From an optimization exercise on the open Yosys and OpenROAD flow, aimed at a short achievable clock period and few clock cycles; shortcuts taken in it are not production practice.
Function was checked by simulation only, so behaviour that the tests miss may differ from the original.
Power is estimated from default activity; no workload was simulated.

==> flow/design.v <==
`timescale 1ns/1ns
module ram_array #(
    parameter int DEPTH = 128,
    localparam int AW = (DEPTH > 1) ? $clog2(DEPTH) : 1
) (
    input  logic          clk,
    input  logic          we,
    input  logic [AW-1:0] waddr,
    input  logic [8:0]    wdata,
    input  logic [AW-1:0] ra0, ra1, ra2, ra3, ra4, ra5,
    output logic [33:0]   rd0, rd1, rd2, rd3, rd4, rd5,
    output logic [33:0]   l0, l1, l2   
);
    localparam logic [8:0] DONE_W = 9'b010000000;
    logic [33:0] mem [DEPTH];
    logic [AW-1:0] tgt;
    logic isdone, isbr, isst, iswr;
    assign tgt    = waddr + wdata[6:0];
    assign isdone = wdata == DONE_W;
    assign isbr   = wdata[8:7] == 2'b01 && !isdone;
    assign isst   = wdata[8:7] == 2'b11 && wdata[6];
    assign iswr   = !isdone && !isbr && !isst;
    logic [33:0] went;
    assign went = {iswr, isst, isdone, isbr, tgt + AW'(2), tgt + AW'(1), tgt, wdata};
    always_ff @(posedge clk) begin
        if (we) begin
            mem[waddr] <= went;
        end
    end
    assign rd0 = mem[ra0];
    assign rd1 = mem[ra1];
    assign rd2 = mem[ra2];
    assign rd3 = mem[ra3];
    assign rd4 = mem[ra4];
    assign rd5 = mem[ra5];
    assign l0 = (we && waddr == AW'(0)) ? went : mem[0];
    assign l1 = (we && waddr == AW'(1)) ? went : mem[1];
    assign l2 = (we && waddr == AW'(2)) ? went : mem[2];
endmodule
`timescale 1ns/1ns
module fetch_unit (
    input  logic       clk,
    input  logic       load,
    input  logic       bubble,    
    input  logic       d_cond, d_wv, d_sv, d_sfirst,
    input  logic [8:0] d_ww, d_sw,
    input  logic [6:0] d_t, d_t1, d_t2, d_n, d_n1, d_n2,
    output logic       q_cond, q_wv, q_sv, q_sfirst,
    output logic [8:0] q_ww, q_sw,
    output logic [6:0] q_t, q_t1, q_t2, q_n, q_n1, q_n2
);
    always_ff @(posedge clk) begin
        if (bubble) begin
            q_cond <= 1'b0;
            q_wv   <= 1'b0;
            q_sv   <= 1'b0;
            q_n    <= 7'd0;
            q_n1   <= 7'd1;
            q_n2   <= 7'd2;
        end else if (load) begin
            q_cond   <= d_cond;
            q_wv     <= d_wv;
            q_sv     <= d_sv;
            q_sfirst <= d_sfirst;
            q_ww     <= d_ww;
            q_sw     <= d_sw;
            q_t      <= d_t;
            q_t1     <= d_t1;
            q_t2     <= d_t2;
            q_n      <= d_n;
            q_n1     <= d_n1;
            q_n2     <= d_n2;
        end
    end
endmodule
`timescale 1ns/1ns
module control_decoder (
    input  logic [6:0]  y1,       
    input  logic [6:0]  y2,       
    input  logic [33:0] e0,       
    input  logic [33:0] e1,       
    input  logic [33:0] e2,       
    output logic        isdone,
    output logic        isbr,     
    output logic        cond,     
    output logic        wv,       
    output logic [8:0]  ww,
    output logic        sv,       
    output logic [8:0]  sw,
    output logic        sfirst,   
    output logic [6:0]  t, t1, t2,
    output logic [6:0]  n, n1, n2
);
    localparam int BR = 30, DN = 31, ST = 32, WR = 33;
    logic pair, fold;
    logic [33:0] eb;  
    assign isdone = e0[DN];
    assign isbr   = e0[BR];
    assign pair   = (e0[WR] && e1[ST]) || (e0[ST] && e1[WR]);
    assign fold   = !e0[BR] && (pair ? e2[BR] : e1[BR]);
    assign eb     = e0[BR] ? e0 : pair ? e2 : e1;
    assign cond   = e0[BR] || fold;
    assign wv     = e0[WR] || (pair && e1[WR]);
    assign ww     = e0[WR] ? e0[8:0] : e1[8:0];
    assign sv     = e0[ST] || (pair && e1[ST]);
    assign sw     = e0[ST] ? e0[8:0] : e1[8:0];
    assign sfirst = e0[ST];
    assign t      = eb[15:9];
    assign t1     = eb[22:16];
    assign t2     = eb[29:23];
    always_comb begin
        if (e0[BR]) begin
            n = y1; n1 = y2; n2 = y2 + 7'd1;
        end else if (pair && fold) begin
            n = y2 + 7'd1; n1 = y2 + 7'd2; n2 = y2 + 7'd3;
        end else if (pair || fold) begin
            n = y2; n1 = y2 + 7'd1; n2 = y2 + 7'd2;
        end else begin
            n = y1; n1 = y2; n2 = y2 + 7'd1;
        end
    end
endmodule
`timescale 1ns/1ns
module execute_unit (
    input  logic [2:0] op,
    input  logic [7:0] a,
    input  logic [7:0] b,
    output logic [7:0] y
);
    always_comb begin
        case (op)
            3'd0: y = a & b;
            3'd1: y = a + b;
            3'd2: y = a - b;
            3'd3: y = a | b;
            3'd4: y = a ^ b;
            3'd5: y = a << b[2:0];
            3'd6: y = a >> b[2:0];
            default: y = b;
        endcase
    end
endmodule
`timescale 1ns/1ns
module data_memory (
    input  logic       clk,
    input  logic       we,
    input  logic [7:0] waddr,
    input  logic [7:0] wdata,
    input  logic [7:0] core_addr,
    output logic [7:0] core_rdata,
    input  logic [7:0] host_addr,
    output logic [7:0] host_rdata
);
    logic [7:0] mem [256];
    always_ff @(posedge clk) begin
        if (we) begin
            mem[waddr] <= wdata;
        end
    end
    assign core_rdata = mem[core_addr];
    assign host_rdata = mem[host_addr];
endmodule
`timescale 1ns/1ns
module tiny_core #(
    parameter int PROG_DEPTH = 128,
    parameter int DATA_DEPTH = 256,
    localparam int PW = (PROG_DEPTH > 1) ? $clog2(PROG_DEPTH) : 1
) (
    input  logic          clk,
    input  logic          rst,
    input  logic          prog_we,     
    input  logic [PW-1:0] prog_addr,
    input  logic [8:0]    prog_data,
    input  logic          start,
    output logic          busy,
    output logic          done_pulse,
    input  logic          host_we,     
    input  logic [7:0]    host_addr,
    input  logic [7:0]    host_wdata,
    output logic [7:0]    host_data,
    output logic          wb_valid,    
    output logic [1:0]    wb_reg,
    output logic [7:0]    wb_data,
    output logic          st_valid,    
    output logic [7:0]    st_addr,
    output logic [7:0]    st_data
);
    logic launch;
    assign launch = start && !busy;
    logic       g_cond, g_wv, g_sv, g_sfirst;
    logic [8:0] g_ww, g_sw;
    logic [6:0] g_t, g_t1, g_t2, g_n, g_n1, g_n2;
    logic [33:0] pn0, pn1, pn2, pt0, pt1, pt2, pl0, pl1, pl2;
    ram_array #(.DEPTH(PROG_DEPTH)) i_prog_mem (
        .clk(clk), .we(prog_we && !busy), .waddr(prog_addr), .wdata(prog_data),
        .ra0(g_n), .ra1(g_n1), .ra2(g_n2), .ra3(g_t), .ra4(g_t1), .ra5(g_t2),
        .rd0(pn0), .rd1(pn1), .rd2(pn2), .rd3(pt0), .rd4(pt1), .rd5(pt2),
        .l0(pl0), .l1(pl1), .l2(pl2)
    );
    logic       cn_done, cn_isbr, cn_cond, cn_wv, cn_sv, cn_sfirst;
    logic       ct_done, ct_isbr, ct_cond, ct_wv, ct_sv, ct_sfirst;
    logic [8:0] cn_ww, cn_sw, ct_ww, ct_sw;
    logic [6:0] cn_t, cn_t1, cn_t2, cn_n, cn_n1, cn_n2;
    logic [6:0] ct_t, ct_t1, ct_t2, ct_n, ct_n1, ct_n2;
    control_decoder i_cand_n (
        .y1(g_n1), .y2(g_n2), .e0(pn0), .e1(pn1), .e2(pn2),
        .isdone(cn_done), .isbr(cn_isbr), .cond(cn_cond),
        .wv(cn_wv), .ww(cn_ww), .sv(cn_sv), .sw(cn_sw), .sfirst(cn_sfirst),
        .t(cn_t), .t1(cn_t1), .t2(cn_t2), .n(cn_n), .n1(cn_n1), .n2(cn_n2)
    );
    control_decoder i_cand_t (
        .y1(g_t1), .y2(g_t2), .e0(pt0), .e1(pt1), .e2(pt2),
        .isdone(ct_done), .isbr(ct_isbr), .cond(ct_cond),
        .wv(ct_wv), .ww(ct_ww), .sv(ct_sv), .sw(ct_sw), .sfirst(ct_sfirst),
        .t(ct_t), .t1(ct_t1), .t2(ct_t2), .n(ct_n), .n1(ct_n1), .n2(ct_n2)
    );
    logic       cl_done, cl_isbr, cl_cond, cl_wv, cl_sv, cl_sfirst;
    logic [8:0] cl_ww, cl_sw;
    logic [6:0] cl_t, cl_t1, cl_t2, cl_n, cl_n1, cl_n2;
    control_decoder i_cand_l (
        .y1(7'd1), .y2(7'd2), .e0(pl0), .e1(pl1), .e2(pl2),
        .isdone(cl_done), .isbr(cl_isbr), .cond(cl_cond),
        .wv(cl_wv), .ww(cl_ww), .sv(cl_sv), .sw(cl_sw), .sfirst(cl_sfirst),
        .t(cl_t), .t1(cl_t1), .t2(cl_t2), .n(cl_n), .n1(cl_n1), .n2(cl_n2)
    );
    logic [7:0] regs [4];
    logic [1:0] wtyp;
    logic       wr_en, st_en, is_ld, is_imm;
    logic [1:0] dest;
    logic [7:0] op_a, op_b, alu_res, result, ld_mem, ld_data, r0_new;
    assign wtyp   = g_ww[8:7];
    assign wr_en  = busy && g_wv;
    assign is_ld  = wtyp == 2'b11;
    assign is_imm = wtyp == 2'b10;
    assign dest   = (wtyp == 2'b00) ? g_ww[3:2] : (wtyp == 2'b10) ? 2'd1 : g_ww[5:4];
    assign op_a   = regs[g_ww[3:2]];
    assign op_b   = regs[g_ww[1:0]];
    execute_unit i_alu (.op(g_ww[6:4]), .a(op_a), .b(op_b), .y(alu_res));
    logic [7:0] s_addr, s_val;
    logic       fwd_a, fwd_v, s_hit;
    assign fwd_a  = g_wv && !g_sfirst && dest == g_sw[3:2];
    assign fwd_v  = g_wv && !g_sfirst && dest == g_sw[5:4];
    assign s_addr = fwd_a ? result : regs[g_sw[3:2]];
    assign s_val  = fwd_v ? result : regs[g_sw[5:4]];
    assign st_en  = busy && g_sv;
    assign s_hit   = g_sv && g_sfirst && regs[g_sw[3:2]] == op_a;
    assign ld_data = s_hit ? regs[g_sw[5:4]] : ld_mem;
    assign result = is_ld ? ld_data : is_imm ? regs[0] + {g_ww[6], g_ww[6:0]} : alu_res;
    data_memory i_data_mem (
        .clk(clk),
        .we(busy ? st_en : host_we),
        .waddr(busy ? s_addr : host_addr),
        .wdata(busy ? s_val : host_wdata),
        .core_addr(op_a), .core_rdata(ld_mem),
        .host_addr(host_addr), .host_rdata(host_data)
    );
    logic take;
    assign r0_new = (wr_en && dest == 2'd0) ? result : regs[0];
    assign take   = g_cond && (r0_new != 8'd0);
    logic       nx_done, nx_cond, nx_wv, nx_sv, nx_sfirst;
    logic [8:0] nx_ww, nx_sw;
    logic [6:0] nx_t, nx_t1, nx_t2, nx_n, nx_n1, nx_n2;
    always_comb begin
        if (!busy) begin
            nx_done = cl_done; nx_cond = cl_cond; nx_wv = cl_wv; nx_sv = cl_sv;
            nx_sfirst = cl_sfirst; nx_ww = cl_ww; nx_sw = cl_sw;
            nx_t = cl_t; nx_t1 = cl_t1; nx_t2 = cl_t2;
            nx_n = cl_n; nx_n1 = cl_n1; nx_n2 = cl_n2;
        end else if (take) begin
            nx_done = ct_done; nx_cond = ct_cond; nx_wv = ct_wv; nx_sv = ct_sv;
            nx_sfirst = ct_sfirst; nx_ww = ct_ww; nx_sw = ct_sw;
            nx_t = ct_t; nx_t1 = ct_t1; nx_t2 = ct_t2;
            nx_n = ct_n; nx_n1 = ct_n1; nx_n2 = ct_n2;
        end else begin
            nx_done = cn_done; nx_cond = cn_cond; nx_wv = cn_wv; nx_sv = cn_sv;
            nx_sfirst = cn_sfirst; nx_ww = cn_ww; nx_sw = cn_sw;
            nx_t = cn_t; nx_t1 = cn_t1; nx_t2 = cn_t2;
            nx_n = cn_n; nx_n1 = cn_n1; nx_n2 = cn_n2;
        end
    end
    fetch_unit i_group (
        .clk(clk), .load(busy || launch), .bubble(rst || ((busy || launch) && nx_done)),
        .d_cond(nx_cond), .d_wv(nx_wv), .d_sv(nx_sv), .d_sfirst(nx_sfirst),
        .d_ww(nx_ww), .d_sw(nx_sw),
        .d_t(nx_t), .d_t1(nx_t1), .d_t2(nx_t2), .d_n(nx_n), .d_n1(nx_n1), .d_n2(nx_n2),
        .q_cond(g_cond), .q_wv(g_wv), .q_sv(g_sv), .q_sfirst(g_sfirst),
        .q_ww(g_ww), .q_sw(g_sw),
        .q_t(g_t), .q_t1(g_t1), .q_t2(g_t2), .q_n(g_n), .q_n1(g_n1), .q_n2(g_n2)
    );
    always_ff @(posedge clk) begin
        if (rst) begin
            busy       <= 1'b0;
            done_pulse <= 1'b0;
        end else begin
            done_pulse <= busy && nx_done;
            if (launch) begin
                busy <= 1'b1;
            end else if (busy && nx_done) begin
                busy <= 1'b0;
            end
        end
    end
    always_ff @(posedge clk) begin
        if (rst || launch) begin
            regs[0] <= '0;  
            regs[1] <= '0;
            regs[2] <= '0;
            regs[3] <= '0;
        end else if (wr_en) begin
            regs[dest] <= result;
        end
    end
    always_ff @(posedge clk) begin
        if (rst) begin
            wb_valid <= 1'b0;
            st_valid <= 1'b0;
        end else begin
            wb_valid <= wr_en;
            st_valid <= st_en;
        end
    end
    always_ff @(posedge clk) begin
        wb_reg  <= dest;
        wb_data <= result;
        st_addr <= s_addr;
        st_data <= s_val;
    end
endmodule
==> flow/run.sh <==
#!/bin/bash
# synth_recipe.tcl (not shown) runs the flow's synth.tcl, then flattens the netlist and writes it again
# the make line also repeats each setting of config.mk as NAME=value (left out here)
make -C /OpenROAD-flow-scripts/flow DESIGN_CONFIG=/design/flow/config.mk WORK_HOME=/design/flow/orfs CLKGATE_MAP_FILE= SYNTH_SCRIPT=/design/flow/synth_recipe.tcl finish
==> flow/config.mk <==
export PLATFORM = sky130hd
export DESIGN_NAME = tiny_core
export DESIGN_NICKNAME = tiny_core
export VERILOG_FILES = /design/flow/design.v
export SDC_FILE = /design/flow/constraint.sdc
export NUM_CORES = 4
export LEC_CHECK = 0
export ABC_CLOCK_PERIOD_IN_PS = 5500
export CAP_MARGIN = 20
export CELL_PAD_IN_SITES_DETAIL_PLACEMENT = 1
export CELL_PAD_IN_SITES_GLOBAL_PLACEMENT = 2
export CORE_MARGIN = 2
export CORE_UTILIZATION = 30
export PLACE_DENSITY = 0.45
export SETUP_SLACK_MARGIN = 4.5
export SLEW_MARGIN = 20
export TNS_END_PERCENT = 100
==> flow/constraint.sdc <==
create_clock -name core_clock -period 10.5 [get_ports {clk}]
set_input_delay 2.1000 -clock core_clock [delete_from_list [all_inputs] [get_ports {clk}]]
set_output_delay 2.1000 -clock core_clock [all_outputs]
set_load 0.01 [all_outputs]
==> out/qor.txt, run 1 <==
synth warn: 6
status: stopped before the end
Exit stage: synthesis
First Err: ERROR: TCL interpreter returned an error: Source files actually used in the design:
Testbench counts, summed over its fixed seeds: cycles 43,715.
==> run 2: changes to the inputs <==
--- a/flow/config.mk
+++ b/flow/config.mk
@@ -16,2 +16,3 @@
 export SLEW_MARGIN = 20
+export SYNTH_MEMORY_MAX_BITS = 65536
 export TNS_END_PERCENT = 100
==> out/qor.txt, run 2 <==
Die Y-Extent: 1.17 mm
clock tree sinks: 6441
DR vias: 280000
drt first pass iters: 6
commonest cells after routing, fill and taps aside: mux4_2 (7954), edfxtp_1 (6338), buf_4 (1121), clkbuf_16 (851), mux2i_1 (805)
Max Cap Viol: 0
post-synthesis sequential area ratio: 46.9%
clock skew after layout: 103 ps
Starting Density: 30.1%
hold crit path type: reg -> reg
switching share of power: 34.9%
Clock Power Share: 33.1%
Worst-path clk slew: 60 ps
Synth top cells by count: mux4_2 (7953), edfxtp_1 (6338), clkbuf_1 (1243)
post-route setup TNS: 0 ps
fin. max-slew vios: 0
most common cell in the netlist: mux4_2
largest net degree at the start of global routing: 131
post-route clock period utilization: 73.3%
IO Pins: 75
Worst path most repeated cell: mux4_2
arrival time worst endpoint: 5600 ps
Max FO, Critical Path: 10
dpl hpwl: 1470 mm
synth unique cells: 101
RSZ-0062 raised after global routing: yes
Cell Chain, Critical Path: buf_16 > buf_16 > buf_12 > buf_16 > mux4_2 > mux4_2 > mux4_2 > mux4_2 > buf_6
most common cell after layout, fill and taps aside: mux4_2
kind of critical path: in -> out
htree depth: 6
synth warn: 6 (unchanged)
Routability Congestion: 0.867
Global Route Usage Sum: 33.1%
Placed Area: 440000 µm²
max reg flops: 4224
nets: 22100
Max Freq: 130 MHz
synth top area cells: edfxtp_1 (46%), mux4_2 (44%), mux2i_1 (2.2%), clkbuf_1 (1.1%), nor2_1 (0.62%)
top-area cell type share of the netlist area: 46.4%
final setup fails: 0
largest registers: i_prog_mem.mem x4224, i_data_mem.mem x2048, regs x32
critical path startpoint category: primary input
Post-Syn Area per Cell: 19.5 µm²
vias in the first global route: 276000
Port Buffers: 74
utilization after layout: 35.7%
wire length per cell: 57.1 µm
post-layout minimum cycle time: 7700 ps
Max Root-Sink Buffers: 5
cell taking the most area after synthesis: edfxtp_1
Detailed Route Iter0 Violations: 40500
Slew @ Worst Pin: 1440 ps
slowest CP cell: mux4_2
via density per instance: 6.83
Final Hold Fails: 0
share of synthesized flip-flops with an asynchronous set or reset: 0%
Largest Register: i_prog_mem.mem
CTS tree: yes
Routed WL: 2340 mm
share of cells above drive strength 1: 55.3%
Rows: 429
Top Usage Layer GRT: met2
die area: 1380000 µm²
PD cells: 184 nW/µm²
met2 GRT Util: 51.0%
CP Capture Type: output port
Slew HR: 3.37%
first-pass GRT wire length: 3020 mm
initial antenna violation count: 237
hold_ws: 462 ps
FF+latch count, synth: 6441
GRT Residual Overflow: 0
Critical Path RT: 8400 ps
leak pwr: 148 nW
CTS Root Cell: clkbuf_16
cts-stage hold buffer count: 0
met1 Use GR: 44.8%
VDD IR max: 158 µV
total CTS buffers: 834
switching power: 0.0314 W
met3 usage: 6.90%
status: no timing/DRC/antenna violations
Post-Synthesis Cell Area: 411000 µm²
P&R area growth vs syn: 18.8%
Reg power frac: 33.1%
Post-Synthesis Cells: 21100
chip width: 1.17 mm
core area: 1360000 µm²
CP peak stage delay: 770 ps
combinational share of power: 33.8%
post-route ant nets: 0
internal power: 0.0585 W
Top FF cell, synth: edfxtp_1
Net Count, Synth: 21100
Post-synth EDFFs: 6338
worst-skew pair later-pin latency: 1250 ps
Design Area, Final: 488000 µm²
Remaining DRCs: 0
-- run 2: worst paths after layout --
| check | from | to | slack, ps | depth (start not counted) |
|---|---|---|---|---|
| hold / removal | i_group.q_n[2] | register | 460 | 2 |
| hold reg to reg | i_group.q_n[2] | register | 460 | 2 |
| setup / recovery | host_addr[0] | host_data[2] | 2800 | 9 |
| setup reg to reg | register | i_data_mem.mem[235][2] | 3780 | 35 |
-- run 2: metal layers --
layer  up-vias  routed length (µm)
met5         -                 335
met4        50              134000
met3      3718              196000
met2     17200             1070000
met1    160000              937000
li1      98400                   -
-- run 2: area by class of cell --
cell class,instances,area (µm²)
Fill cell,132000,877000
Multi-Input combinational cell,12300,216000
Sequential cell,6441,193000
Timing Repair Buffer,2264,28300
Tap cell,18100,22600
Clock buffer,1044,22100
Clock inverter,484,5150
Inverter,100,583
Antenna cell,142,355
Timing Repair inverter,15,268
-- run 2: cell families after synthesis --
group / Yosys count / share of synthesized area (%)
AO/OA/AOI/OAI: 1252 / 2.08
multiplexers: 8996 / 46.2
XOR/XNOR: 61 / 0.130
flip-flops: 6441 / 46.9
adder cells (fa/ha/maj): 53 / 0.167
buffers and inverters: 2323 / 2.41
AND/OR/NAND/NOR: 1929 / 2.12
-- run 2: what timing repair did --
item	CTS	global route
cloned	106	15
gates resized for setup	1929	521
pin swaps	221	186
endpoints found under the hold margin	0	0
setup buffers	599	137
endpoints found under the setup margin	4302	2842
-- run 2: critical path: cells and delay by family --
kind                   cells  cell delay, ps
muxes                      4            2600
buffers and inverters      5             790
-- run 2: stage by stage --
stage | power [W] | cells | setup WS (ps)
2_1_floorplan | 0.0459 | 21100 | 1160
3_3_place_gp | 0.0578 | 38400 | 1110
3_5_place_dp | 0.0578 | 38400 | 1130
4_1_cts | 0.0898 | 40600 | 2830
5_1_grt | 0.0916 | 40800 | 2850
6_report | 0.0899 | 40900 | 2800
-- run 2: power groups by stage --
| stage | logic, W | clock network [W] | registers (W) |
|---|---|---|---|
| after floorplan | 0.0159 | 0 | 0.0300 |
| after global placement | 0.0275 | 0 | 0.0304 |
| after detailed placement | 0.0274 | 0 | 0.0304 |
| after CTS | 0.0297 | 0.0303 | 0.0298 |
| after global routing | 0.0308 | 0.0311 | 0.0298 |
| final | 0.0304 | 0.0298 | 0.0298 |

afterwards: timing with drivers on the ports:
How much do the figures lean on ideal ports? The routed layout below was timed once more, with nothing changed but the port constraints. Step 1, drivers: a clkbuf_16 drives clk and a buf_2 each remaining input, both assumed. Step 2 adds t to the input delays and takes it off the output delays; t is the mean of the earliest and latest rising clock arrival at the registers after step 1. Input paths then give back, and output paths get back, about the clock's delay inside the block. Slacks: no drivers / after step 1 / after step 2; pairs: no drivers / after step 1.
run: run 2
t, ns: 1.403
setup slack, ns: 2.804 / 2.393 / 2.393
worst slew at a driven data input, ns: 0.48
cell pins on the clock port's net: 1
After both steps setup and hold are still met in run 2. The setup slack of run 2 moves by -0.411 ns with the drivers and by -0.411 ns with both steps.
